This design comes from an exercise in tuning for small area on the open sky130 flow, not from production work.
Function was checked by simulation only, so behaviour that the tests miss may differ from the original.
Power and IR drop assume default switching activity.

## flow/design.v (module list and top-level ports; edited modules follow where they fit)
// module spectrum_peak_finder: 1341 lines
// module spf_fa: 10 lines
// module spf_ao22: 9 lines
// module spf_cpa: 225 lines
// module spf_pg: 4 lines
// module spf_aoi21: 3 lines
// module spf_oai21: 3 lines
// module spf_nand2: 3 lines
// module spf_nor2: 3 lines
// module spf_or2: 3 lines
// module spf_inv: 3 lines
// module spf_xor2: 3 lines
// module spf_xnor2: 3 lines
// module spf_cmp: 9 lines
// module spf_cmpk: 8 lines
module spectrum_peak_finder (
  input  logic        clk,
  input  logic        rst,
  input  logic [4:0]  curr_nfft,
  input  logic [15:0] s_re,
  input  logic [15:0] s_im,
  input  logic        s_valid,
  input  logic        s_last,
  output logic        s_ready,
  output logic [9:0]  max_index,
  output logic [31:0] max_mag,
  output logic        max_valid,
  output logic        frame_err
);
  // ...
==> flow/flow/run.sh <==
#!/bin/bash
# Own layout flow: the standard layout (standard.sh, which also runs the
# standard synthesis) with these changes:
#  - after synthesis, the synthesis buffers are removed and flow/downsize.tcl swaps each combinational cell to the
#    smallest drive strength of its family (repair steps upsize as needed);
#  - the port buffers that buffer_ports inserts are sky130_fd_sc_hd__buf_1
#    (every input and output port still gets its own buffer);
#  - clock tree synthesis builds the tree from clkbuf_4 without dummy loads.
# Each tool's output goes to a log of its own in this folder (standard_synth.log,
# downsize.log, standard_flow.log); ORFS also keeps per-step logs in orfs/logs/.
set -euo pipefail
export BUFFER_PORTS_ARGS="-buffer_cell sky130_fd_sc_hd__buf_1"
export CTS_ARGS="-sink_clustering_enable -repair_clock_nets -dont_use_dummy_load -buf_list sky130_fd_sc_hd__clkbuf_4 -sink_clustering_size 10"
bash standard.sh synth > standard_synth.log 2>&1
R=orfs/results/$FLOW_PLATFORM/spectrum_peak_finder/base
cat > downsize_run.tcl <<EOT
read_liberty $FLOW_HOME/platforms/$FLOW_PLATFORM/lib/sky130_fd_sc_hd__tt_025C_1v80.lib
read_db $R/1_synth.odb
remove_buffers
source flow/downsize.tcl
write_db $R/1_synth.odb
EOT
openroad -no_init -exit downsize_run.tcl > downsize.log 2>&1
bash standard.sh > standard_flow.log 2>&1
==> flow/flow/downsize.tcl <==
# Swap every combinational cell of the synthesized netlist to the smallest
# cell of the same function family (same pins); the later repair steps
# upsize again wherever timing, slew or capacitance need it.
set db [ord::get_db]
set block [[$db getChip] getBlock]
set masters [dict create]
foreach lib [$db getLibs] {
  foreach m [$lib getMasters] {
    dict set masters [$m getName] $m
  }
}
set swapped 0
set saved 0
foreach inst [$block getInsts] {
  set m [$inst getMaster]
  set name [$m getName]
  if {![regexp {^(sky130_fd_sc_hd__[a-z0-9]+)_([0-9]+)$} $name -> base drive]} { continue }
  if {[regexp {df|dl|sdf|edf|conb|tap|fill|decap|clk} $base]} { continue }
  set best $m
  set best_area [expr {[$m getWidth] * [$m getHeight]}]
  foreach d {0 1 2 4} {
    set cand "${base}_$d"
    if {![dict exists $masters $cand]} { continue }
    set cm [dict get $masters $cand]
    set a [expr {[$cm getWidth] * [$cm getHeight]}]
    if {$a < $best_area} { set best $cm; set best_area $a }
  }
  if {$best ne $m} {
    set saved [expr {$saved + [$m getWidth] * [$m getHeight] - $best_area}]
    $inst swapMaster $best
    incr swapped
  }
}
puts "downsize: swapped $swapped cells, saved [expr {$saved / 1e6}] um^2"
==> flow/standard.sh <==
#!/bin/bash
# synth_recipe.tcl (not shown) runs the flow's synth.tcl, then flattens the netlist and writes it again
# the make line also repeats each setting of config.mk as NAME=value (left out here)
make -C /OpenROAD-flow-scripts/flow DESIGN_CONFIG=/design/flow/config.mk WORK_HOME=/design/flow/orfs CLKGATE_MAP_FILE= SYNTH_SCRIPT=/design/flow/synth_recipe.tcl "${@:-finish}"
==> flow/config.mk <==
export PLATFORM = sky130hd
export DESIGN_NAME = spectrum_peak_finder
export DESIGN_NICKNAME = spectrum_peak_finder
export VERILOG_FILES = /design/flow/design.v
export SDC_FILE = /design/flow/constraint.sdc
export NUM_CORES = 4
export LEC_CHECK = 0
export CAP_MARGIN = 20
export CORE_MARGIN = 2
export CORE_UTILIZATION = 60
export GPL_TIMING_DRIVEN = 0
export SLEW_MARGIN = 20
export SYNTH_HIERARCHICAL = 1
export SYNTH_MINIMUM_KEEP_SIZE = 0
==> flow/constraint.sdc <==
create_clock -name core_clock -period 7.5 [get_ports {clk}]
set_input_delay 1.5000 -clock core_clock [delete_from_list [all_inputs] [get_ports {clk}]]
set_output_delay 1.5000 -clock core_clock [all_outputs]
set_load 0.01 [all_outputs]
==> qor.txt, run 1 <==
Status: no timing/DRC/antenna violations
Avg Inst Size Synth: 10.6 µm²
Die height: 140 µm
Cell Rows: 49
Vias in the first global route: 8318
Crit path top cell by count: a21oi_1
CTS H-Tree Depth: 4
Final critical-path required period: 6.99 ns
Non-Filler Instances: 1380
Post-Syn Area: 11100 µm²
Largest net degree at the start of global routing: 30
Net Sw Frac: 46.7%
Crit end category: register
Syn-to-layout area delta: 8.05%
Seq power: 1.01 mW
Seq area share: 23.7%
Clk. pwr: 308 µW
CTS tree: done
Final WS setup: 0.508 ns
Chip Width: 140 µm
Combinational fraction of design power: 72.0%
HP Start: dr_q[0]
Hold EP: dr_q[1]
Core box area: 18000 µm²
Num sequential: 135
Clock root buffer master: clkbuf_4
Setup TNS after final layout: 0 ns
Power Density: 393 nW/µm²
Critical path data arrival time: 7.44 ns
==> module spf_cpa, before the edit <==
module spf_cpa (input logic [31:0] a, input logic [31:0] b, output logic [31:0] y);
  logic [31:0] g, p;
  spf_pg u_pg0 (.a(a[0]), .b(b[0]), .g(g[0]), .p(p[0]));
  spf_pg u_pg1 (.a(a[1]), .b(b[1]), .g(g[1]), .p(p[1]));
  spf_pg u_pg2 (.a(a[2]), .b(b[2]), .g(g[2]), .p(p[2]));
  spf_pg u_pg3 (.a(a[3]), .b(b[3]), .g(g[3]), .p(p[3]));
  spf_pg u_pg4 (.a(a[4]), .b(b[4]), .g(g[4]), .p(p[4]));
  spf_pg u_pg5 (.a(a[5]), .b(b[5]), .g(g[5]), .p(p[5]));
  spf_pg u_pg6 (.a(a[6]), .b(b[6]), .g(g[6]), .p(p[6]));
  spf_pg u_pg7 (.a(a[7]), .b(b[7]), .g(g[7]), .p(p[7]));
  spf_pg u_pg8 (.a(a[8]), .b(b[8]), .g(g[8]), .p(p[8]));
  spf_pg u_pg9 (.a(a[9]), .b(b[9]), .g(g[9]), .p(p[9]));
  spf_pg u_pg10 (.a(a[10]), .b(b[10]), .g(g[10]), .p(p[10]));
  spf_pg u_pg11 (.a(a[11]), .b(b[11]), .g(g[11]), .p(p[11]));
  spf_pg u_pg12 (.a(a[12]), .b(b[12]), .g(g[12]), .p(p[12]));
  spf_pg u_pg13 (.a(a[13]), .b(b[13]), .g(g[13]), .p(p[13]));
  spf_pg u_pg14 (.a(a[14]), .b(b[14]), .g(g[14]), .p(p[14]));
  spf_pg u_pg15 (.a(a[15]), .b(b[15]), .g(g[15]), .p(p[15]));
  spf_pg u_pg16 (.a(a[16]), .b(b[16]), .g(g[16]), .p(p[16]));
  spf_pg u_pg17 (.a(a[17]), .b(b[17]), .g(g[17]), .p(p[17]));
  spf_pg u_pg18 (.a(a[18]), .b(b[18]), .g(g[18]), .p(p[18]));
  spf_pg u_pg19 (.a(a[19]), .b(b[19]), .g(g[19]), .p(p[19]));
  spf_pg u_pg20 (.a(a[20]), .b(b[20]), .g(g[20]), .p(p[20]));
  spf_pg u_pg21 (.a(a[21]), .b(b[21]), .g(g[21]), .p(p[21]));
  spf_pg u_pg22 (.a(a[22]), .b(b[22]), .g(g[22]), .p(p[22]));
  spf_pg u_pg23 (.a(a[23]), .b(b[23]), .g(g[23]), .p(p[23]));
  spf_pg u_pg24 (.a(a[24]), .b(b[24]), .g(g[24]), .p(p[24]));
  spf_pg u_pg25 (.a(a[25]), .b(b[25]), .g(g[25]), .p(p[25]));
  spf_pg u_pg26 (.a(a[26]), .b(b[26]), .g(g[26]), .p(p[26]));
  spf_pg u_pg27 (.a(a[27]), .b(b[27]), .g(g[27]), .p(p[27]));
  spf_pg u_pg28 (.a(a[28]), .b(b[28]), .g(g[28]), .p(p[28]));
  spf_pg u_pg29 (.a(a[29]), .b(b[29]), .g(g[29]), .p(p[29]));
  spf_pg u_pg30 (.a(a[30]), .b(b[30]), .g(g[30]), .p(p[30]));
  spf_pg u_pg31 (.a(a[31]), .b(b[31]), .g(g[31]), .p(p[31]));
  logic w1;
  spf_nor2 u_w1 (.a(g[0]), .b(p[0]), .y(w1));
  logic w2;
  spf_inv u_w2 (.a(w1), .y(w2));
  logic w3;
  spf_aoi21 u_w3 (.a1(p[1]), .a2(w2), .b1(g[1]), .y(w3));
  logic w4;
  spf_inv u_w4 (.a(w3), .y(w4));
  logic w5;
  spf_aoi21 u_w5 (.a1(p[2]), .a2(w4), .b1(g[2]), .y(w5));
  logic w6;
  spf_inv u_w6 (.a(w5), .y(w6));
  logic w7;
  spf_aoi21 u_w7 (.a1(p[3]), .a2(w6), .b1(g[3]), .y(w7));
  logic w8;
  spf_inv u_w8 (.a(w7), .y(w8));
  logic w9;
  spf_aoi21 u_w9 (.a1(p[4]), .a2(w8), .b1(g[4]), .y(w9));
  logic w10;
  spf_inv u_w10 (.a(w9), .y(w10));
  logic w11;
  spf_aoi21 u_w11 (.a1(p[5]), .a2(w10), .b1(g[5]), .y(w11));
  logic w12;
  spf_inv u_w12 (.a(w11), .y(w12));
  logic w13;
  spf_aoi21 u_w13 (.a1(p[6]), .a2(w12), .b1(g[6]), .y(w13));
  logic w14;
  spf_inv u_w14 (.a(w13), .y(w14));
  logic w15;
  spf_aoi21 u_w15 (.a1(p[7]), .a2(w14), .b1(g[7]), .y(w15));
  logic w16;
  spf_inv u_w16 (.a(w15), .y(w16));
  logic w17;
  spf_aoi21 u_w17 (.a1(p[8]), .a2(w16), .b1(g[8]), .y(w17));
  logic w18;
  spf_inv u_w18 (.a(w17), .y(w18));
  logic w19;
  spf_aoi21 u_w19 (.a1(p[9]), .a2(w18), .b1(g[9]), .y(w19));
  logic w20;
  spf_inv u_w20 (.a(w19), .y(w20));
  logic w21;
  spf_aoi21 u_w21 (.a1(p[10]), .a2(w20), .b1(g[10]), .y(w21));
  logic w22;
  spf_inv u_w22 (.a(w21), .y(w22));
  logic w23;
  spf_aoi21 u_w23 (.a1(p[11]), .a2(w22), .b1(g[11]), .y(w23));
  logic w24;
  spf_inv u_w24 (.a(w23), .y(w24));
  logic w25;
  spf_aoi21 u_w25 (.a1(p[12]), .a2(w24), .b1(g[12]), .y(w25));
  logic w26;
  spf_aoi21 u_w26 (.a1(p[14]), .a2(g[13]), .b1(g[14]), .y(w26));
  logic w27;
  spf_nand2 u_w27 (.a(p[14]), .b(p[13]), .y(w27));
  logic w28;
  spf_aoi21 u_w28 (.a1(p[16]), .a2(g[15]), .b1(g[16]), .y(w28));
  logic w29;
  spf_nand2 u_w29 (.a(p[16]), .b(p[15]), .y(w29));
  logic w30;
  spf_aoi21 u_w30 (.a1(p[18]), .a2(g[17]), .b1(g[18]), .y(w30));
  logic w31;
  spf_nand2 u_w31 (.a(p[18]), .b(p[17]), .y(w31));
  logic w32;
  spf_aoi21 u_w32 (.a1(p[20]), .a2(g[19]), .b1(g[20]), .y(w32));
  logic w33;
  spf_nand2 u_w33 (.a(p[20]), .b(p[19]), .y(w33));
  logic w34;
  spf_aoi21 u_w34 (.a1(p[22]), .a2(g[21]), .b1(g[22]), .y(w34));
  logic w35;
  spf_nand2 u_w35 (.a(p[22]), .b(p[21]), .y(w35));
  logic w36;
  spf_aoi21 u_w36 (.a1(p[24]), .a2(g[23]), .b1(g[24]), .y(w36));
  logic w37;
  spf_nand2 u_w37 (.a(p[24]), .b(p[23]), .y(w37));
  logic w38;
  spf_aoi21 u_w38 (.a1(p[26]), .a2(g[25]), .b1(g[26]), .y(w38));
  logic w39;
  spf_nand2 u_w39 (.a(p[26]), .b(p[25]), .y(w39));
  logic w40;
  spf_aoi21 u_w40 (.a1(p[28]), .a2(g[27]), .b1(g[28]), .y(w40));
  logic w41;
  spf_nand2 u_w41 (.a(p[28]), .b(p[27]), .y(w41));
  logic w42;
  spf_aoi21 u_w42 (.a1(p[30]), .a2(g[29]), .b1(g[30]), .y(w42));
  logic w43;
  spf_nand2 u_w43 (.a(p[30]), .b(p[29]), .y(w43));
  logic w44;
  spf_oai21 u_w44 (.a1(w27), .a2(w25), .b1(w26), .y(w44));
  logic w45;
  spf_oai21 u_w45 (.a1(w31), .a2(w28), .b1(w30), .y(w45));
  logic w46;
  spf_nor2 u_w46 (.a(w31), .b(w29), .y(w46));
  logic w47;
  spf_oai21 u_w47 (.a1(w35), .a2(w32), .b1(w34), .y(w47));
  logic w48;
  spf_nor2 u_w48 (.a(w35), .b(w33), .y(w48));
  logic w49;
  spf_oai21 u_w49 (.a1(w39), .a2(w36), .b1(w38), .y(w49));
  logic w50;
  spf_nor2 u_w50 (.a(w39), .b(w37), .y(w50));
  logic w51;
  spf_oai21 u_w51 (.a1(w43), .a2(w40), .b1(w42), .y(w51));
  logic w52;
  spf_nor2 u_w52 (.a(w43), .b(w41), .y(w52));
  logic w53;
  spf_aoi21 u_w53 (.a1(w46), .a2(w44), .b1(w45), .y(w53));
  logic w54;
  spf_aoi21 u_w54 (.a1(w50), .a2(w47), .b1(w49), .y(w54));
  logic w55;
  spf_nand2 u_w55 (.a(w50), .b(w48), .y(w55));
  logic w56;
  spf_oai21 u_w56 (.a1(w55), .a2(w53), .b1(w54), .y(w56));
  logic w57;
  spf_inv u_w57 (.a(w53), .y(w57));
  logic w58;
  spf_aoi21 u_w58 (.a1(w48), .a2(w57), .b1(w47), .y(w58));
  logic w59;
  spf_aoi21 u_w59 (.a1(w52), .a2(w56), .b1(w51), .y(w59));
  logic w60;
  spf_inv u_w60 (.a(w44), .y(w60));
  logic w61;
  spf_oai21 u_w61 (.a1(w29), .a2(w60), .b1(w28), .y(w61));
  logic w62;
  spf_oai21 u_w62 (.a1(w33), .a2(w53), .b1(w32), .y(w62));
  logic w63;
  spf_oai21 u_w63 (.a1(w37), .a2(w58), .b1(w36), .y(w63));
  logic w64;
  spf_inv u_w64 (.a(w56), .y(w64));
  logic w65;
  spf_oai21 u_w65 (.a1(w41), .a2(w64), .b1(w40), .y(w65));
  logic w66;
  spf_inv u_w66 (.a(w25), .y(w66));
  logic w67;
  spf_aoi21 u_w67 (.a1(p[13]), .a2(w66), .b1(g[13]), .y(w67));
  logic w68;
  spf_aoi21 u_w68 (.a1(p[15]), .a2(w44), .b1(g[15]), .y(w68));
  logic w69;
  spf_aoi21 u_w69 (.a1(p[17]), .a2(w61), .b1(g[17]), .y(w69));
  logic w70;
  spf_inv u_w70 (.a(w53), .y(w70));
  logic w71;
  spf_aoi21 u_w71 (.a1(p[19]), .a2(w70), .b1(g[19]), .y(w71));
  logic w72;
  spf_aoi21 u_w72 (.a1(p[21]), .a2(w62), .b1(g[21]), .y(w72));
  logic w73;
  spf_inv u_w73 (.a(w58), .y(w73));
  logic w74;
  spf_aoi21 u_w74 (.a1(p[23]), .a2(w73), .b1(g[23]), .y(w74));
  logic w75;
  spf_aoi21 u_w75 (.a1(p[25]), .a2(w63), .b1(g[25]), .y(w75));
  logic w76;
  spf_aoi21 u_w76 (.a1(p[27]), .a2(w56), .b1(g[27]), .y(w76));
  logic w77;
  spf_aoi21 u_w77 (.a1(p[29]), .a2(w65), .b1(g[29]), .y(w77));
  logic w78;
  spf_inv u_w78 (.a(w59), .y(w78));
  logic w79;
  spf_aoi21 u_w79 (.a1(p[31]), .a2(w78), .b1(g[31]), .y(w79));
  assign y[0] = p[0];
  spf_xor2 u_s1 (.a(p[1]), .b(w1), .y(y[1]));
  spf_xor2 u_s2 (.a(p[2]), .b(w3), .y(y[2]));
  spf_xor2 u_s3 (.a(p[3]), .b(w5), .y(y[3]));
  spf_xor2 u_s4 (.a(p[4]), .b(w7), .y(y[4]));
  spf_xor2 u_s5 (.a(p[5]), .b(w9), .y(y[5]));
  spf_xor2 u_s6 (.a(p[6]), .b(w11), .y(y[6]));
  spf_xor2 u_s7 (.a(p[7]), .b(w13), .y(y[7]));
  spf_xor2 u_s8 (.a(p[8]), .b(w15), .y(y[8]));
  spf_xor2 u_s9 (.a(p[9]), .b(w17), .y(y[9]));
  spf_xor2 u_s10 (.a(p[10]), .b(w19), .y(y[10]));
  spf_xor2 u_s11 (.a(p[11]), .b(w21), .y(y[11]));
  spf_xor2 u_s12 (.a(p[12]), .b(w23), .y(y[12]));
  spf_xor2 u_s13 (.a(p[13]), .b(w25), .y(y[13]));
  spf_xor2 u_s14 (.a(p[14]), .b(w67), .y(y[14]));
  spf_xnor2 u_s15 (.a(p[15]), .b(w44), .y(y[15]));
  spf_xor2 u_s16 (.a(p[16]), .b(w68), .y(y[16]));
  spf_xnor2 u_s17 (.a(p[17]), .b(w61), .y(y[17]));
  spf_xor2 u_s18 (.a(p[18]), .b(w69), .y(y[18]));
  spf_xor2 u_s19 (.a(p[19]), .b(w53), .y(y[19]));
  spf_xor2 u_s20 (.a(p[20]), .b(w71), .y(y[20]));
  spf_xnor2 u_s21 (.a(p[21]), .b(w62), .y(y[21]));
  spf_xor2 u_s22 (.a(p[22]), .b(w72), .y(y[22]));
  spf_xor2 u_s23 (.a(p[23]), .b(w58), .y(y[23]));
  spf_xor2 u_s24 (.a(p[24]), .b(w74), .y(y[24]));
  spf_xnor2 u_s25 (.a(p[25]), .b(w63), .y(y[25]));
  spf_xor2 u_s26 (.a(p[26]), .b(w75), .y(y[26]));
  spf_xnor2 u_s27 (.a(p[27]), .b(w56), .y(y[27]));
  spf_xor2 u_s28 (.a(p[28]), .b(w76), .y(y[28]));
  spf_xnor2 u_s29 (.a(p[29]), .b(w65), .y(y[29]));
  spf_xor2 u_s30 (.a(p[30]), .b(w77), .y(y[30]));
  spf_xor2 u_s31 (.a(p[31]), .b(w59), .y(y[31]));
endmodule
==> module spf_cmp, before the edit <==
module spf_cmp (input logic [31:0] a, input logic [31:0] b, output logic gt);
  logic [4:0] cc;
  assign cc[0] = 1'b0;
  spf_cmpk u_c0 (.a(a[7:0]), .b(b[7:0]), .ci(cc[0]), .co(cc[1]));
  spf_cmpk u_c1 (.a(a[15:8]), .b(b[15:8]), .ci(cc[1]), .co(cc[2]));
  spf_cmpk u_c2 (.a(a[23:16]), .b(b[23:16]), .ci(cc[2]), .co(cc[3]));
  spf_cmpk u_c3 (.a(a[31:24]), .b(b[31:24]), .ci(cc[3]), .co(cc[4]));
  assign gt = cc[4];
endmodule
==> module spf_cmpk, before the edit <==
module spf_cmpk (input logic [7:0] a, input logic [7:0] b, input logic ci, output logic co);
  logic [8:0] c;
  assign c[0] = ci;
  for (genvar i = 0; i < 8; i++) begin : g_b
    assign c[i+1] = (a[i] & ~b[i]) | ((a[i] | ~b[i]) & c[i]);
  end
  assign co = c[8];
endmodule
==> inputs of run 2 (changes only) <==
--- a/flow/design.v
+++ b/flow/design.v
@@ -16,24 +16,24 @@
   output logic        frame_err
 );
   logic        run_q;       
   logic [3:0]  dr_q;        
   logic [2:0]  nm_q;        
   logic [9:0]  cnt_q;       
   logic        err_q;       
   logic        v_q;         
-  logic [31:0] mag_q;
+  logic [31:0] mag_qn;      
   logic [31:0] best_mag;
   logic [8:0]  best_idx;
   logic [8:0]  max_idx_q;
   logic        beat, first_beat, is_last, frame_end, in_win, upd, busy;
   logic [9:0]  bin_k;
   logic [2:0]  nm_new;
-  logic [31:0] mag_an, mag_bn, mag;
+  logic [31:0] mag_an, mag_bn, mag_n;
   assign busy       = |dr_q;
   assign s_ready    = !busy && !rst;
   assign beat       = s_valid && s_ready;
   assign first_beat = beat && !run_q;
   assign bin_k      = run_q ? cnt_q + 10'd1 : 10'd0;
   assign is_last = run_q && (cnt_q == {nm_q, 7'b1111110});
   assign in_win  = run_q && (cnt_q[9] == 1'b0) && !(cnt_q[8] && !nm_q[2]) &&
                    !(cnt_q[7] && !nm_q[1]) && !(cnt_q[6] && !nm_q[0]) &&
@@ -1287,22 +1287,23 @@
   spf_fa u_fs719 (.a(fc608), .b(fs663), .c(fc662), .s(fs719), .co(fc720));
   spf_fa u_fs721 (.a(fc612), .b(fs665), .c(fc664), .s(fs721), .co(fc722));
   spf_xnor2 u_hs723 (.a(fs667), .b(fc666), .y(hs723));
   spf_or2 u_hc724 (.a(fs667), .b(fc666), .y(hc724));
   spf_xnor2 u_hs725 (.a(sgn31n), .b(fc668), .y(hs725));
   spf_or2 u_hc726 (.a(sgn31n), .b(fc668), .y(hc726));
   assign mag_an = {hc724, fc722, fc720, fc718, fc716, fc714, fc712, fc710, fc708, fc706, fc704, fc702, fc700, fc698, fc696, fc694, fc692, fc690, fc688, fc686, fc684, fc682, fc680, fc678, hc676, hc674, hc672, fc670, fs669, pp153, 1'b1, ren1};
   assign mag_bn = {hs725, hs723, fs721, fs719, fs717, fs715, fs713, fs711, fs709, fs707, fs705, fs703, fs701, fs699, fs697, fs695, fs693, fs691, fs689, fs687, fs685, fs683, fs681, fs679, fs677, hs675, hs673, hs671, 1'b1, fs613, 1'b1, imn137};
-  spf_cpa u_cpa (.a(mag_an), .b(mag_bn), .y(mag));
+  spf_cpa u_cpa (.a(mag_an), .b(mag_bn), .y(mag_n));
   logic gt;
-  spf_cmp u_cmp (.a(mag_q), .b(best_mag), .gt(gt));
+  spf_cmp u_cmp (.an(mag_qn), .b(best_mag), .gt(gt));
   assign upd = v_q && gt;
-  logic best_ld, best_keep, pub_ld, pub_keep;
+  logic best_ld, best_ldn, best_keep, pub_ld, pub_keep;
   assign best_ld   = upd && !first_beat;
+  assign best_ldn  = !best_ld;
   assign best_keep = !upd && !first_beat;
   assign pub_ld    = dr_q[2] && !rst;
   assign pub_keep  = !dr_q[2] && !rst;
   always_ff @(posedge clk) begin
     if (rst) begin
       run_q <= 1'b0;
       dr_q  <= 4'd0;
     end else begin
@@ -1312,28 +1313,28 @@
   end
   always_ff @(posedge clk) begin
     if (beat) begin
       cnt_q <= bin_k;
       err_q <= s_last ^ is_last;
     end
     if (first_beat) nm_q <= nm_new;
     v_q   <= beat && in_win;
-    mag_q <= mag;
+    mag_qn <= mag_n;
     best_mag  <= best_mag_d;
     best_idx  <= best_idx_d;
     max_mag   <= max_mag_d;
     max_idx_q <= max_idx_d;
     frame_err <= frame_err_d;
   end
   logic [31:0] best_mag_d, max_mag_d;
   logic [8:0]  best_idx_d, max_idx_d;
   logic        frame_err_d;
   for (genvar i = 0; i < 32; i++) begin : g_mag
-    spf_ao22 u_b (.a1(best_ld), .a2(mag_q[i]), .b1(best_keep), .b2(best_mag[i]), .y(best_mag_d[i]));
+    spf_ao22n u_b (.a1n(best_ldn), .a2n(mag_qn[i]), .b1(best_keep), .b2(best_mag[i]), .y(best_mag_d[i]));
     spf_ao22 u_m (.a1(pub_ld), .a2(best_mag[i]), .b1(pub_keep), .b2(max_mag[i]), .y(max_mag_d[i]));
   end
   for (genvar i = 1; i < 9; i++) begin : g_idx
     spf_ao22 u_b (.a1(best_ld), .a2(cnt_q[i]), .b1(best_keep), .b2(best_idx[i]), .y(best_idx_d[i]));
   end
   assign best_idx_d[0] = (best_ld & cnt_q[0]) | (best_keep & best_idx[0]) | first_beat;
   for (genvar i = 0; i < 9; i++) begin : g_midx
     spf_ao22 u_m (.a1(pub_ld), .a2(best_idx[i]), .b1(pub_keep), .b2(max_idx_q[i]), .y(max_idx_d[i]));
@@ -1347,35 +1348,36 @@
   input  logic b,
   input  logic c,
   output logic s,
   output logic co
 );
   assign s  = a ^ b ^ c;
   assign co = (a & b) | (c & (a ^ b));
 endmodule
+module spf_ao22n (
+  input  logic a1n,
+  input  logic a2n,
+  input  logic b1,
+  input  logic b2,
+  output logic y
+);
+  assign y = (~a1n & ~a2n) | (b1 & b2);
+endmodule
 module spf_ao22 (
   input  logic a1,
   input  logic a2,
   input  logic b1,
   input  logic b2,
   output logic y
 );
   assign y = (a1 & a2) | (b1 & b2);
 endmodule
 module spf_cpa (input logic [31:0] a, input logic [31:0] b, output logic [31:0] y);
   logic [31:0] g, p;
-  spf_pg u_pg0 (.a(a[0]), .b(b[0]), .g(g[0]), .p(p[0]));
-  spf_pg u_pg1 (.a(a[1]), .b(b[1]), .g(g[1]), .p(p[1]));
-  spf_pg u_pg2 (.a(a[2]), .b(b[2]), .g(g[2]), .p(p[2]));
-  spf_pg u_pg3 (.a(a[3]), .b(b[3]), .g(g[3]), .p(p[3]));
-  spf_pg u_pg4 (.a(a[4]), .b(b[4]), .g(g[4]), .p(p[4]));
-  spf_pg u_pg5 (.a(a[5]), .b(b[5]), .g(g[5]), .p(p[5]));
-  spf_pg u_pg6 (.a(a[6]), .b(b[6]), .g(g[6]), .p(p[6]));
-  spf_pg u_pg7 (.a(a[7]), .b(b[7]), .g(g[7]), .p(p[7]));
   spf_pg u_pg8 (.a(a[8]), .b(b[8]), .g(g[8]), .p(p[8]));
   spf_pg u_pg9 (.a(a[9]), .b(b[9]), .g(g[9]), .p(p[9]));
   spf_pg u_pg10 (.a(a[10]), .b(b[10]), .g(g[10]), .p(p[10]));
   spf_pg u_pg11 (.a(a[11]), .b(b[11]), .g(g[11]), .p(p[11]));
   spf_pg u_pg12 (.a(a[12]), .b(b[12]), .g(g[12]), .p(p[12]));
   spf_pg u_pg13 (.a(a[13]), .b(b[13]), .g(g[13]), .p(p[13]));
   spf_pg u_pg14 (.a(a[14]), .b(b[14]), .g(g[14]), .p(p[14]));
   spf_pg u_pg15 (.a(a[15]), .b(b[15]), .g(g[15]), .p(p[15]));
@@ -1390,206 +1392,176 @@
   spf_pg u_pg24 (.a(a[24]), .b(b[24]), .g(g[24]), .p(p[24]));
   spf_pg u_pg25 (.a(a[25]), .b(b[25]), .g(g[25]), .p(p[25]));
   spf_pg u_pg26 (.a(a[26]), .b(b[26]), .g(g[26]), .p(p[26]));
   spf_pg u_pg27 (.a(a[27]), .b(b[27]), .g(g[27]), .p(p[27]));
   spf_pg u_pg28 (.a(a[28]), .b(b[28]), .g(g[28]), .p(p[28]));
   spf_pg u_pg29 (.a(a[29]), .b(b[29]), .g(g[29]), .p(p[29]));
   spf_pg u_pg30 (.a(a[30]), .b(b[30]), .g(g[30]), .p(p[30]));
   spf_pg u_pg31 (.a(a[31]), .b(b[31]), .g(g[31]), .p(p[31]));
+  logic [8:1] fc;
+  spf_xnor2 u_s0 (.a(a[0]), .b(b[0]), .y(y[0]));
+  spf_or2 u_c0 (.a(a[0]), .b(b[0]), .y(fc[1]));
+  spf_fa u_rf1 (.a(a[1]), .b(b[1]), .c(fc[1]), .s(y[1]), .co(fc[2]));
+  spf_fa u_rf2 (.a(a[2]), .b(b[2]), .c(fc[2]), .s(y[2]), .co(fc[3]));
+  spf_fa u_rf3 (.a(a[3]), .b(b[3]), .c(fc[3]), .s(y[3]), .co(fc[4]));
+  spf_fa u_rf4 (.a(a[4]), .b(b[4]), .c(fc[4]), .s(y[4]), .co(fc[5]));
+  spf_fa u_rf5 (.a(a[5]), .b(b[5]), .c(fc[5]), .s(y[5]), .co(fc[6]));
+  spf_fa u_rf6 (.a(a[6]), .b(b[6]), .c(fc[6]), .s(y[6]), .co(fc[7]));
+  spf_fa u_rf7 (.a(a[7]), .b(b[7]), .c(fc[7]), .s(y[7]), .co(fc[8]));
   logic w1;
-  spf_nor2 u_w1 (.a(g[0]), .b(p[0]), .y(w1));
+  spf_aoi21 u_w1 (.a1(p[8]), .a2(fc[8]), .b1(g[8]), .y(w1));
   logic w2;
   spf_inv u_w2 (.a(w1), .y(w2));
   logic w3;
-  spf_aoi21 u_w3 (.a1(p[1]), .a2(w2), .b1(g[1]), .y(w3));
+  spf_aoi21 u_w3 (.a1(p[9]), .a2(w2), .b1(g[9]), .y(w3));
   logic w4;
   spf_inv u_w4 (.a(w3), .y(w4));
   logic w5;
-  spf_aoi21 u_w5 (.a1(p[2]), .a2(w4), .b1(g[2]), .y(w5));
+  spf_aoi21 u_w5 (.a1(p[10]), .a2(w4), .b1(g[10]), .y(w5));
   logic w6;
   spf_inv u_w6 (.a(w5), .y(w6));
   logic w7;
-  spf_aoi21 u_w7 (.a1(p[3]), .a2(w6), .b1(g[3]), .y(w7));
+  spf_aoi21 u_w7 (.a1(p[11]), .a2(w6), .b1(g[11]), .y(w7));
   logic w8;
   spf_inv u_w8 (.a(w7), .y(w8));
   logic w9;
-  spf_aoi21 u_w9 (.a1(p[4]), .a2(w8), .b1(g[4]), .y(w9));
+  spf_aoi21 u_w9 (.a1(p[12]), .a2(w8), .b1(g[12]), .y(w9));
   logic w10;
-  spf_inv u_w10 (.a(w9), .y(w10));
+  spf_aoi21 u_w10 (.a1(p[14]), .a2(g[13]), .b1(g[14]), .y(w10));
   logic w11;
-  spf_aoi21 u_w11 (.a1(p[5]), .a2(w10), .b1(g[5]), .y(w11));
+  spf_nand2 u_w11 (.a(p[14]), .b(p[13]), .y(w11));
   logic w12;
-  spf_inv u_w12 (.a(w11), .y(w12));
+  spf_aoi21 u_w12 (.a1(p[16]), .a2(g[15]), .b1(g[16]), .y(w12));
   logic w13;
-  spf_aoi21 u_w13 (.a1(p[6]), .a2(w12), .b1(g[6]), .y(w13));
+  spf_nand2 u_w13 (.a(p[16]), .b(p[15]), .y(w13));
   logic w14;
-  spf_inv u_w14 (.a(w13), .y(w14));
+  spf_aoi21 u_w14 (.a1(p[18]), .a2(g[17]), .b1(g[18]), .y(w14));
   logic w15;
-  spf_aoi21 u_w15 (.a1(p[7]), .a2(w14), .b1(g[7]), .y(w15));
+  spf_nand2 u_w15 (.a(p[18]), .b(p[17]), .y(w15));
   logic w16;
-  spf_inv u_w16 (.a(w15), .y(w16));
+  spf_aoi21 u_w16 (.a1(p[20]), .a2(g[19]), .b1(g[20]), .y(w16));
   logic w17;
-  spf_aoi21 u_w17 (.a1(p[8]), .a2(w16), .b1(g[8]), .y(w17));
+  spf_nand2 u_w17 (.a(p[20]), .b(p[19]), .y(w17));
   logic w18;
-  spf_inv u_w18 (.a(w17), .y(w18));
+  spf_aoi21 u_w18 (.a1(p[22]), .a2(g[21]), .b1(g[22]), .y(w18));
   logic w19;
-  spf_aoi21 u_w19 (.a1(p[9]), .a2(w18), .b1(g[9]), .y(w19));
+  spf_nand2 u_w19 (.a(p[22]), .b(p[21]), .y(w19));
   logic w20;
-  spf_inv u_w20 (.a(w19), .y(w20));
+  spf_aoi21 u_w20 (.a1(p[24]), .a2(g[23]), .b1(g[24]), .y(w20));
   logic w21;
-  spf_aoi21 u_w21 (.a1(p[10]), .a2(w20), .b1(g[10]), .y(w21));
+  spf_nand2 u_w21 (.a(p[24]), .b(p[23]), .y(w21));
   logic w22;
-  spf_inv u_w22 (.a(w21), .y(w22));
+  spf_aoi21 u_w22 (.a1(p[26]), .a2(g[25]), .b1(g[26]), .y(w22));
   logic w23;
-  spf_aoi21 u_w23 (.a1(p[11]), .a2(w22), .b1(g[11]), .y(w23));
+  spf_nand2 u_w23 (.a(p[26]), .b(p[25]), .y(w23));
   logic w24;
-  spf_inv u_w24 (.a(w23), .y(w24));
+  spf_aoi21 u_w24 (.a1(p[28]), .a2(g[27]), .b1(g[28]), .y(w24));
   logic w25;
-  spf_aoi21 u_w25 (.a1(p[12]), .a2(w24), .b1(g[12]), .y(w25));
+  spf_nand2 u_w25 (.a(p[28]), .b(p[27]), .y(w25));
   logic w26;
-  spf_aoi21 u_w26 (.a1(p[14]), .a2(g[13]), .b1(g[14]), .y(w26));
+  spf_aoi21 u_w26 (.a1(p[30]), .a2(g[29]), .b1(g[30]), .y(w26));
   logic w27;
-  spf_nand2 u_w27 (.a(p[14]), .b(p[13]), .y(w27));
+  spf_nand2 u_w27 (.a(p[30]), .b(p[29]), .y(w27));
   logic w28;
-  spf_aoi21 u_w28 (.a1(p[16]), .a2(g[15]), .b1(g[16]), .y(w28));
+  spf_oai21 u_w28 (.a1(w11), .a2(w9), .b1(w10), .y(w28));
   logic w29;
-  spf_nand2 u_w29 (.a(p[16]), .b(p[15]), .y(w29));
+  spf_oai21 u_w29 (.a1(w15), .a2(w12), .b1(w14), .y(w29));
   logic w30;
-  spf_aoi21 u_w30 (.a1(p[18]), .a2(g[17]), .b1(g[18]), .y(w30));
+  spf_nor2 u_w30 (.a(w15), .b(w13), .y(w30));
   logic w31;
-  spf_nand2 u_w31 (.a(p[18]), .b(p[17]), .y(w31));
+  spf_oai21 u_w31 (.a1(w19), .a2(w16), .b1(w18), .y(w31));
   logic w32;
-  spf_aoi21 u_w32 (.a1(p[20]), .a2(g[19]), .b1(g[20]), .y(w32));
+  spf_nor2 u_w32 (.a(w19), .b(w17), .y(w32));
   logic w33;
-  spf_nand2 u_w33 (.a(p[20]), .b(p[19]), .y(w33));
+  spf_oai21 u_w33 (.a1(w23), .a2(w20), .b1(w22), .y(w33));
   logic w34;
-  spf_aoi21 u_w34 (.a1(p[22]), .a2(g[21]), .b1(g[22]), .y(w34));
+  spf_nor2 u_w34 (.a(w23), .b(w21), .y(w34));
   logic w35;
-  spf_nand2 u_w35 (.a(p[22]), .b(p[21]), .y(w35));
+  spf_oai21 u_w35 (.a1(w27), .a2(w24), .b1(w26), .y(w35));
   logic w36;
-  spf_aoi21 u_w36 (.a1(p[24]), .a2(g[23]), .b1(g[24]), .y(w36));
+  spf_nor2 u_w36 (.a(w27), .b(w25), .y(w36));
   logic w37;
-  spf_nand2 u_w37 (.a(p[24]), .b(p[23]), .y(w37));
+  spf_aoi21 u_w37 (.a1(w30), .a2(w28), .b1(w29), .y(w37));
   logic w38;
-  spf_aoi21 u_w38 (.a1(p[26]), .a2(g[25]), .b1(g[26]), .y(w38));
+  spf_aoi21 u_w38 (.a1(w34), .a2(w31), .b1(w33), .y(w38));
   logic w39;
-  spf_nand2 u_w39 (.a(p[26]), .b(p[25]), .y(w39));
+  spf_nand2 u_w39 (.a(w34), .b(w32), .y(w39));
   logic w40;
-  spf_aoi21 u_w40 (.a1(p[28]), .a2(g[27]), .b1(g[28]), .y(w40));
+  spf_oai21 u_w40 (.a1(w39), .a2(w37), .b1(w38), .y(w40));
   logic w41;
-  spf_nand2 u_w41 (.a(p[28]), .b(p[27]), .y(w41));
+  spf_inv u_w41 (.a(w37), .y(w41));
   logic w42;
-  spf_aoi21 u_w42 (.a1(p[30]), .a2(g[29]), .b1(g[30]), .y(w42));
+  spf_aoi21 u_w42 (.a1(w32), .a2(w41), .b1(w31), .y(w42));
   logic w43;
-  spf_nand2 u_w43 (.a(p[30]), .b(p[29]), .y(w43));
+  spf_aoi21 u_w43 (.a1(w36), .a2(w40), .b1(w35), .y(w43));
   logic w44;
-  spf_oai21 u_w44 (.a1(w27), .a2(w25), .b1(w26), .y(w44));
+  spf_inv u_w44 (.a(w28), .y(w44));
   logic w45;
-  spf_oai21 u_w45 (.a1(w31), .a2(w28), .b1(w30), .y(w45));
+  spf_oai21 u_w45 (.a1(w13), .a2(w44), .b1(w12), .y(w45));
   logic w46;
-  spf_nor2 u_w46 (.a(w31), .b(w29), .y(w46));
+  spf_oai21 u_w46 (.a1(w17), .a2(w37), .b1(w16), .y(w46));
   logic w47;
-  spf_oai21 u_w47 (.a1(w35), .a2(w32), .b1(w34), .y(w47));
+  spf_oai21 u_w47 (.a1(w21), .a2(w42), .b1(w20), .y(w47));
   logic w48;
-  spf_nor2 u_w48 (.a(w35), .b(w33), .y(w48));
+  spf_inv u_w48 (.a(w40), .y(w48));
   logic w49;
-  spf_oai21 u_w49 (.a1(w39), .a2(w36), .b1(w38), .y(w49));
+  spf_oai21 u_w49 (.a1(w25), .a2(w48), .b1(w24), .y(w49));
   logic w50;
-  spf_nor2 u_w50 (.a(w39), .b(w37), .y(w50));
+  spf_inv u_w50 (.a(w9), .y(w50));
   logic w51;
-  spf_oai21 u_w51 (.a1(w43), .a2(w40), .b1(w42), .y(w51));
+  spf_aoi21 u_w51 (.a1(p[13]), .a2(w50), .b1(g[13]), .y(w51));
   logic w52;
-  spf_nor2 u_w52 (.a(w43), .b(w41), .y(w52));
+  spf_aoi21 u_w52 (.a1(p[15]), .a2(w28), .b1(g[15]), .y(w52));
   logic w53;
-  spf_aoi21 u_w53 (.a1(w46), .a2(w44), .b1(w45), .y(w53));
+  spf_aoi21 u_w53 (.a1(p[17]), .a2(w45), .b1(g[17]), .y(w53));
   logic w54;
-  spf_aoi21 u_w54 (.a1(w50), .a2(w47), .b1(w49), .y(w54));
+  spf_inv u_w54 (.a(w37), .y(w54));
   logic w55;
-  spf_nand2 u_w55 (.a(w50), .b(w48), .y(w55));
+  spf_aoi21 u_w55 (.a1(p[19]), .a2(w54), .b1(g[19]), .y(w55));
   logic w56;
-  spf_oai21 u_w56 (.a1(w55), .a2(w53), .b1(w54), .y(w56));
+  spf_aoi21 u_w56 (.a1(p[21]), .a2(w46), .b1(g[21]), .y(w56));
   logic w57;
-  spf_inv u_w57 (.a(w53), .y(w57));
+  spf_inv u_w57 (.a(w42), .y(w57));
   logic w58;
-  spf_aoi21 u_w58 (.a1(w48), .a2(w57), .b1(w47), .y(w58));
+  spf_aoi21 u_w58 (.a1(p[23]), .a2(w57), .b1(g[23]), .y(w58));
   logic w59;
-  spf_aoi21 u_w59 (.a1(w52), .a2(w56), .b1(w51), .y(w59));
+  spf_aoi21 u_w59 (.a1(p[25]), .a2(w47), .b1(g[25]), .y(w59));
   logic w60;
-  spf_inv u_w60 (.a(w44), .y(w60));
+  spf_aoi21 u_w60 (.a1(p[27]), .a2(w40), .b1(g[27]), .y(w60));
   logic w61;
-  spf_oai21 u_w61 (.a1(w29), .a2(w60), .b1(w28), .y(w61));
+  spf_aoi21 u_w61 (.a1(p[29]), .a2(w49), .b1(g[29]), .y(w61));
   logic w62;
-  spf_oai21 u_w62 (.a1(w33), .a2(w53), .b1(w32), .y(w62));
+  spf_inv u_w62 (.a(w43), .y(w62));
   logic w63;
-  spf_oai21 u_w63 (.a1(w37), .a2(w58), .b1(w36), .y(w63));
-  logic w64;
-  spf_inv u_w64 (.a(w56), .y(w64));
-  logic w65;
-  spf_oai21 u_w65 (.a1(w41), .a2(w64), .b1(w40), .y(w65));
-  logic w66;
-  spf_inv u_w66 (.a(w25), .y(w66));
-  logic w67;
-  spf_aoi21 u_w67 (.a1(p[13]), .a2(w66), .b1(g[13]), .y(w67));
-  logic w68;
-  spf_aoi21 u_w68 (.a1(p[15]), .a2(w44), .b1(g[15]), .y(w68));
-  logic w69;
-  spf_aoi21 u_w69 (.a1(p[17]), .a2(w61), .b1(g[17]), .y(w69));
-  logic w70;
-  spf_inv u_w70 (.a(w53), .y(w70));
-  logic w71;
-  spf_aoi21 u_w71 (.a1(p[19]), .a2(w70), .b1(g[19]), .y(w71));
-  logic w72;
-  spf_aoi21 u_w72 (.a1(p[21]), .a2(w62), .b1(g[21]), .y(w72));
-  logic w73;
-  spf_inv u_w73 (.a(w58), .y(w73));
-  logic w74;
-  spf_aoi21 u_w74 (.a1(p[23]), .a2(w73), .b1(g[23]), .y(w74));
-  logic w75;
-  spf_aoi21 u_w75 (.a1(p[25]), .a2(w63), .b1(g[25]), .y(w75));
-  logic w76;
-  spf_aoi21 u_w76 (.a1(p[27]), .a2(w56), .b1(g[27]), .y(w76));
-  logic w77;
-  spf_aoi21 u_w77 (.a1(p[29]), .a2(w65), .b1(g[29]), .y(w77));
-  logic w78;
-  spf_inv u_w78 (.a(w59), .y(w78));
-  logic w79;
-  spf_aoi21 u_w79 (.a1(p[31]), .a2(w78), .b1(g[31]), .y(w79));
-  assign y[0] = p[0];
-  spf_xor2 u_s1 (.a(p[1]), .b(w1), .y(y[1]));
-  spf_xor2 u_s2 (.a(p[2]), .b(w3), .y(y[2]));
-  spf_xor2 u_s3 (.a(p[3]), .b(w5), .y(y[3]));
-  spf_xor2 u_s4 (.a(p[4]), .b(w7), .y(y[4]));
-  spf_xor2 u_s5 (.a(p[5]), .b(w9), .y(y[5]));
-  spf_xor2 u_s6 (.a(p[6]), .b(w11), .y(y[6]));
-  spf_xor2 u_s7 (.a(p[7]), .b(w13), .y(y[7]));
-  spf_xor2 u_s8 (.a(p[8]), .b(w15), .y(y[8]));
-  spf_xor2 u_s9 (.a(p[9]), .b(w17), .y(y[9]));
-  spf_xor2 u_s10 (.a(p[10]), .b(w19), .y(y[10]));
-  spf_xor2 u_s11 (.a(p[11]), .b(w21), .y(y[11]));
-  spf_xor2 u_s12 (.a(p[12]), .b(w23), .y(y[12]));
-  spf_xor2 u_s13 (.a(p[13]), .b(w25), .y(y[13]));
-  spf_xor2 u_s14 (.a(p[14]), .b(w67), .y(y[14]));
-  spf_xnor2 u_s15 (.a(p[15]), .b(w44), .y(y[15]));
-  spf_xor2 u_s16 (.a(p[16]), .b(w68), .y(y[16]));
-  spf_xnor2 u_s17 (.a(p[17]), .b(w61), .y(y[17]));
-  spf_xor2 u_s18 (.a(p[18]), .b(w69), .y(y[18]));
-  spf_xor2 u_s19 (.a(p[19]), .b(w53), .y(y[19]));
-  spf_xor2 u_s20 (.a(p[20]), .b(w71), .y(y[20]));
-  spf_xnor2 u_s21 (.a(p[21]), .b(w62), .y(y[21]));
-  spf_xor2 u_s22 (.a(p[22]), .b(w72), .y(y[22]));
-  spf_xor2 u_s23 (.a(p[23]), .b(w58), .y(y[23]));
-  spf_xor2 u_s24 (.a(p[24]), .b(w74), .y(y[24]));
-  spf_xnor2 u_s25 (.a(p[25]), .b(w63), .y(y[25]));
-  spf_xor2 u_s26 (.a(p[26]), .b(w75), .y(y[26]));
-  spf_xnor2 u_s27 (.a(p[27]), .b(w56), .y(y[27]));
-  spf_xor2 u_s28 (.a(p[28]), .b(w76), .y(y[28]));
-  spf_xnor2 u_s29 (.a(p[29]), .b(w65), .y(y[29]));
-  spf_xor2 u_s30 (.a(p[30]), .b(w77), .y(y[30]));
-  spf_xor2 u_s31 (.a(p[31]), .b(w59), .y(y[31]));
+  spf_aoi21 u_w63 (.a1(p[31]), .a2(w62), .b1(g[31]), .y(w63));
+  spf_xor2 u_s8 (.a(p[8]), .b(fc[8]), .y(y[8]));
+  spf_xnor2 u_s9 (.a(p[9]), .b(w1), .y(y[9]));
+  spf_xnor2 u_s10 (.a(p[10]), .b(w3), .y(y[10]));
+  spf_xnor2 u_s11 (.a(p[11]), .b(w5), .y(y[11]));
+  spf_xnor2 u_s12 (.a(p[12]), .b(w7), .y(y[12]));
+  spf_xnor2 u_s13 (.a(p[13]), .b(w9), .y(y[13]));
+  spf_xnor2 u_s14 (.a(p[14]), .b(w51), .y(y[14]));
+  spf_xor2 u_s15 (.a(p[15]), .b(w28), .y(y[15]));
+  spf_xnor2 u_s16 (.a(p[16]), .b(w52), .y(y[16]));
+  spf_xor2 u_s17 (.a(p[17]), .b(w45), .y(y[17]));
+  spf_xnor2 u_s18 (.a(p[18]), .b(w53), .y(y[18]));
+  spf_xnor2 u_s19 (.a(p[19]), .b(w37), .y(y[19]));
+  spf_xnor2 u_s20 (.a(p[20]), .b(w55), .y(y[20]));
+  spf_xor2 u_s21 (.a(p[21]), .b(w46), .y(y[21]));
+  spf_xnor2 u_s22 (.a(p[22]), .b(w56), .y(y[22]));
+  spf_xnor2 u_s23 (.a(p[23]), .b(w42), .y(y[23]));
+  spf_xnor2 u_s24 (.a(p[24]), .b(w58), .y(y[24]));
+  spf_xor2 u_s25 (.a(p[25]), .b(w47), .y(y[25]));
+  spf_xnor2 u_s26 (.a(p[26]), .b(w59), .y(y[26]));
+  spf_xor2 u_s27 (.a(p[27]), .b(w40), .y(y[27]));
+  spf_xnor2 u_s28 (.a(p[28]), .b(w60), .y(y[28]));
+  spf_xor2 u_s29 (.a(p[29]), .b(w49), .y(y[29]));
+  spf_xnor2 u_s30 (.a(p[30]), .b(w61), .y(y[30]));
+  spf_xnor2 u_s31 (.a(p[31]), .b(w43), .y(y[31]));
 endmodule
 module spf_pg (input logic a, input logic b, output logic g, output logic p);
   assign g = a & b;
   assign p = a ^ b;
 endmodule
 module spf_aoi21 (input logic a1, input logic a2, input logic b1, output logic y);
   assign y = ~((a1 & a2) | b1);
 endmodule
@@ -1609,25 +1581,25 @@
   assign y = ~a;
 endmodule
 module spf_xor2 (input logic a, input logic b, output logic y);
   assign y = a ^ b;
 endmodule
 module spf_xnor2 (input logic a, input logic b, output logic y);
   assign y = ~(a ^ b);
 endmodule
-module spf_cmp (input logic [31:0] a, input logic [31:0] b, output logic gt);
+module spf_cmp (input logic [31:0] an, input logic [31:0] b, output logic gt);
   logic [4:0] cc;
   assign cc[0] = 1'b0;
-  spf_cmpk u_c0 (.a(a[7:0]), .b(b[7:0]), .ci(cc[0]), .co(cc[1]));
-  spf_cmpk u_c1 (.a(a[15:8]), .b(b[15:8]), .ci(cc[1]), .co(cc[2]));
-  spf_cmpk u_c2 (.a(a[23:16]), .b(b[23:16]), .ci(cc[2]), .co(cc[3]));
-  spf_cmpk u_c3 (.a(a[31:24]), .b(b[31:24]), .ci(cc[3]), .co(cc[4]));
+  spf_cmpk u_c0 (.an(an[7:0]), .b(b[7:0]), .ci(cc[0]), .co(cc[1]));
+  spf_cmpk u_c1 (.an(an[15:8]), .b(b[15:8]), .ci(cc[1]), .co(cc[2]));
+  spf_cmpk u_c2 (.an(an[23:16]), .b(b[23:16]), .ci(cc[2]), .co(cc[3]));
+  spf_cmpk u_c3 (.an(an[31:24]), .b(b[31:24]), .ci(cc[3]), .co(cc[4]));
   assign gt = cc[4];
 endmodule
-module spf_cmpk (input logic [7:0] a, input logic [7:0] b, input logic ci, output logic co);
+module spf_cmpk (input logic [7:0] an, input logic [7:0] b, input logic ci, output logic co);
   logic [8:0] c;
   assign c[0] = ci;
   for (genvar i = 0; i < 8; i++) begin : g_b
-    assign c[i+1] = (a[i] & ~b[i]) | ((a[i] | ~b[i]) & c[i]);
+    assign c[i+1] = (~an[i] & ~b[i]) | ((~an[i] | ~b[i]) & c[i]);
   end
   assign co = c[8];
 endmodule
==> run 2 against run 1 <==
Effect of this change:
- first-iteration DRC count is 24% lower
- wire length is 1.9% lower
- clock skew hardly changed
- critical endpoint is now mag_qn[26]
- die area is 1.3% lower
- still clean
- largest power group unchanged
- largest cell class unchanged
- synthesized cell count is 4.7% lower
==> qor.txt, run 2 <==
Status: no timing/DRC/antenna violations (unchanged)
Clock Skew: 0.0376 ns (about the same)
Vias in the first global route: 8187 (was 8318)
Clock root buffer master: clkbuf_4 (unchanged)
Detail Route Antenna Nets: 0 (unchanged)
All-layer global routing usage: 27.3% (was 27.6%)
Largest net degree at the start of global routing: 43 (was 30)
Wire per inst: 18.8 µm (was 18.4 µm)
Slew @ Worst Pin: 1.04 ns (was 1.01 ns)
Die height: 139 µm (was 140 µm)
GPL Wtd Cong: 0.880 (was 0.898)
Initial DRC Count: 343 (was 451)
CTS tree: done (unchanged)
Sinks on Clock Net: 135 (unchanged)
Setup slack, reg-to-reg: 2.32 ns (was 3.00 ns)
Initial Util: 61.0% (was 61.5%)
CP max FO: 15 (unchanged)
Cells after DPL: 1311 (was 1362)
Power Internal: 2.61 mW (was 2.51 mW)
Psw: 2.16 mW (was 2.20 mW)
DP Wirelength: 18.8 mm (was 19.3 mm)
CTS H-Tree Depth: 4 (unchanged)
Cts hold-fix bufs: 0 (unchanged)
Relative slew slack: 30.5% (was 32.5%)
Chip Width: 139 µm (was 140 µm)
Fin. max-slew vios: 0 (unchanged)
Fin Hold WS: 0.456 ns (was 0.459 ns)
Fin. Hold Viols: 0 (unchanged)
Largest regs: best_mag (32), mag_qn (32), max_mag (32) (was best_mag (32), mag_q (32), max_mag (32))
Cell Rows: 49 (unchanged)
Sequential share of power: 21.3% (was 21.4%)
Synth warn: 7 (unchanged)
Commonest non-fill, non-tap cell in the layout: nand2_1 (unchanged)
F_max: 142 MHz (was 143 MHz)
Maximum VDD drop: 0.373 mV (was 0.355 mV)
Avg Inst Size Synth: 11.0 µm² (was 10.6 µm²)
Syn-to-layout area delta: 7.82% (was 8.05%)
Initial antenna violation count: 1 (unchanged)
Max Buffers Root-to-Sink: 2 (unchanged)
RSZ-0062 raised after global routing: no (unchanged)
HP Start: mag_qn[3] (was dr_q[0])
DR pass1 iterations: 5 (unchanged)
Worst r2r src: best_mag[3] (was best_mag[4])
Drt total wl: 24.9 mm (was 25.4 mm)
Die Area: 19300 µm² (was 19600 µm²)
Placed Area: 11600 µm² (was 11800 µm²)
Final global-route overflow total: 0 (unchanged)
Type of the tightest min-delay check: reg -> reg (unchanged)
Number of I/O pins: 86 (unchanged)
Setup-failing EPs final: 0 (unchanged)
WHS Path Cells: 1 (unchanged)
Power Density: 405 nW/µm² (was 393 nW/µm²)
Clk pwr share: 6.5% (about the same)
Finished Cell Area: 11800 µm² (was 12000 µm²)
Share of cells above drive strength 1: 3.36% (was 3.48%)
Setup TNS after final layout: 0 ns (unchanged)
Critical path data arrival time: 7.48 ns (was 7.44 ns)
Clk slew on worst S/H paths: 0.11 ns (about the same)
Non-Filler Instances: 1330 (was 1380)
Global-route wire length before repair: 41.5 mm (was 42.4 mm)
Core box area: 17900 µm² (was 18000 µm²)
Max_cap viols: 0 (unchanged)
Final Cycle Share: 93.9% (was 93.2%)
Net Sw Frac: 45.3% (was 46.7%)
LEAKAGE: 4.32 nW (was 4.57 nW)
Worst-Skew Late Latency: 0.51 ns (about the same)
Number of buffers created by CTS: 17 (unchanged)
Reg2reg end: best_mag[12] (was best_mag[9])
Vias per inst: 5.83 (was 5.80)
Post-route DRC: 0 (unchanged)
Total power: 4.77 mW (was 4.70 mW)
Combinational fraction of design power: 72.2% (was 72.0%)
Worst EP required: 7.94 ns (was 7.95 ns)
Kind of critical path: in -> reg (unchanged)
DR vias: 7759 (was 8007)
Hold EP: best_mag[3] (was dr_q[1])
Mapped Cells: 994 (was 1043)
Final #Nets: 1393 (was 1444)
IO Port Bufs: 84 (unchanged)
Most frequent cells in the layout: 258 x nand2_1, 219 x fa_1, 121 x dfxtp_1 (was 270 x nand2_1, 212 x fa_1, 121 x dfxtp_1)
Post-Syn Area: 10900 µm² (was 11100 µm²)
Worst Setup Start Kind: input pin (unchanged)
Final critical-path required period: 7.04 ns (was 6.99 ns)
Crit end category: register (unchanged)
R2R depth: 19 (was 21)
run 2: worst max-delay path, cell delays in order:
cell             delay (ns)
clkdlybuf4s15_1        0.65
inv_1                  0.22
fa_1                   0.58
fa_1                   0.43
fa_1                   0.47
xnor2_1                0.16
fa_1                   0.41
fa_1                   0.41
a21oi_1                0.21
inv_1                  0.06
a21oi_1                0.20
inv_1                  0.06
a21oi_1                0.20
inv_1                  0.06
a21oi_1                0.20
inv_1                  0.07
a21oi_1                0.24
o21ai_1                0.26
a21oi_2                0.35
inv_1                  0.09
a21oi_2                0.20
o21ai_1                0.13
a21oi_1                0.17
xnor2_1                0.13
run 2: what timing repair did:
action / in CTS / in global routing
cloned: 0 / 0
endpoints found under the setup margin: 8 / 11
pin swaps: 0 / 1
buffers inserted: 0 / 1
resized for setup: 4 / 14
run 2: power groups by stage:
stage / clock network, mW / registers [mW] / logic, mW
after floorplan: 0 / 1.01 / 2.65
after global placement: 0 / 1.03 / 3.29
after detailed placement: 0 / 1.03 / 3.36
after CTS: 0.320 / 1.01 / 3.37
after global routing: 0.350 / 1.04 / 3.94
final: 0.308 / 1.02 / 3.44
run 2: per-stage QoR:
step           util, %  setup slack (ns)
6_report          65.8             0.456
5_1_grt           65.8            0.0892
4_1_cts           65.6            0.0140
3_5_place_dp      64.9            -0.837
3_3_place_gp      64.5            -0.704
2_1_floorplan        -             0.683
run 2: area by class of cell:
| cell class | instances | area, µm² |
|---|---|---|
| repair buffers | 87 | 403 |
| flip-flops and latches | 135 | 2840 |
| clock buffers | 17 | 128 |
| fillers | 1502 | 6120 |
| diodes | 1 | 2.50 |
| inverters | 53 | 199 |
| well taps | 229 | 287 |
| multi-input cells | 808 | 7920 |
run 2: worst max-delay path by stage:
stage | slack [ns] | endpoint | startpoint
after CTS | 0.01 | mag_qn[26] | s_re[1]
after floorplan | 0.68 | mag_qn[26] | s_re[1]
final | 0.46 | mag_qn[26] | s_im[3]
after detailed placement | -0.84 | mag_qn[26] | s_re[1]
after global routing | 0.09 | mag_qn[26] | s_re[1]
after global placement | -0.70 | mag_qn[26] | s_re[1]
run 2: layer usage:
layer | vias to the layer above | wire (µm) | GRT usage [%]
met5 | - | 0 | 0
met4 | 0 | 441 | 8.51
met3 | 43 | 1590 | 3.80
met2 | 296 | 11900 | 44.5
met1 | 3876 | 11000 | 38.7
li1 | 3544 | - | -

static timing again, ports no longer ideal:
The flow's constraints put no driver on any port. The routed layouts listed below were extracted and timed again, unchanged, in two steps.
Step 1 (the two cells are an assumption about what drives the block):
set clk [get_ports {clk}]
set_driving_cell -lib_cell sky130_fd_sc_hd__clkbuf_16 $clk
set_driving_cell -lib_cell sky130_fd_sc_hd__buf_2 [delete_from_list [all_inputs] $clk]
Step 2 also shifts input and output timing later by t, the mid clock arrival at the registers, as if the neighbouring blocks saw the same clock.
Three values: no drivers, after step 1, after step 2; two values: the first two.
run	t, ns	slack for setup (ns)	worst setup path at the end	clock arrival spread, ns
run 1	0.529	0.508 / 0.514 / -0.015	input to register	0.037 / 0.038
run 2	0.526	0.456 / 0.466 / -0.059	input to register	0.038 / 0.037
With both steps, setup timing fails in run 1 and run 2, where it was met with ideal ports. The setup slack of run 1, which loses most, moves by +0.006 ns with the drivers and by -0.523 ns with both steps.
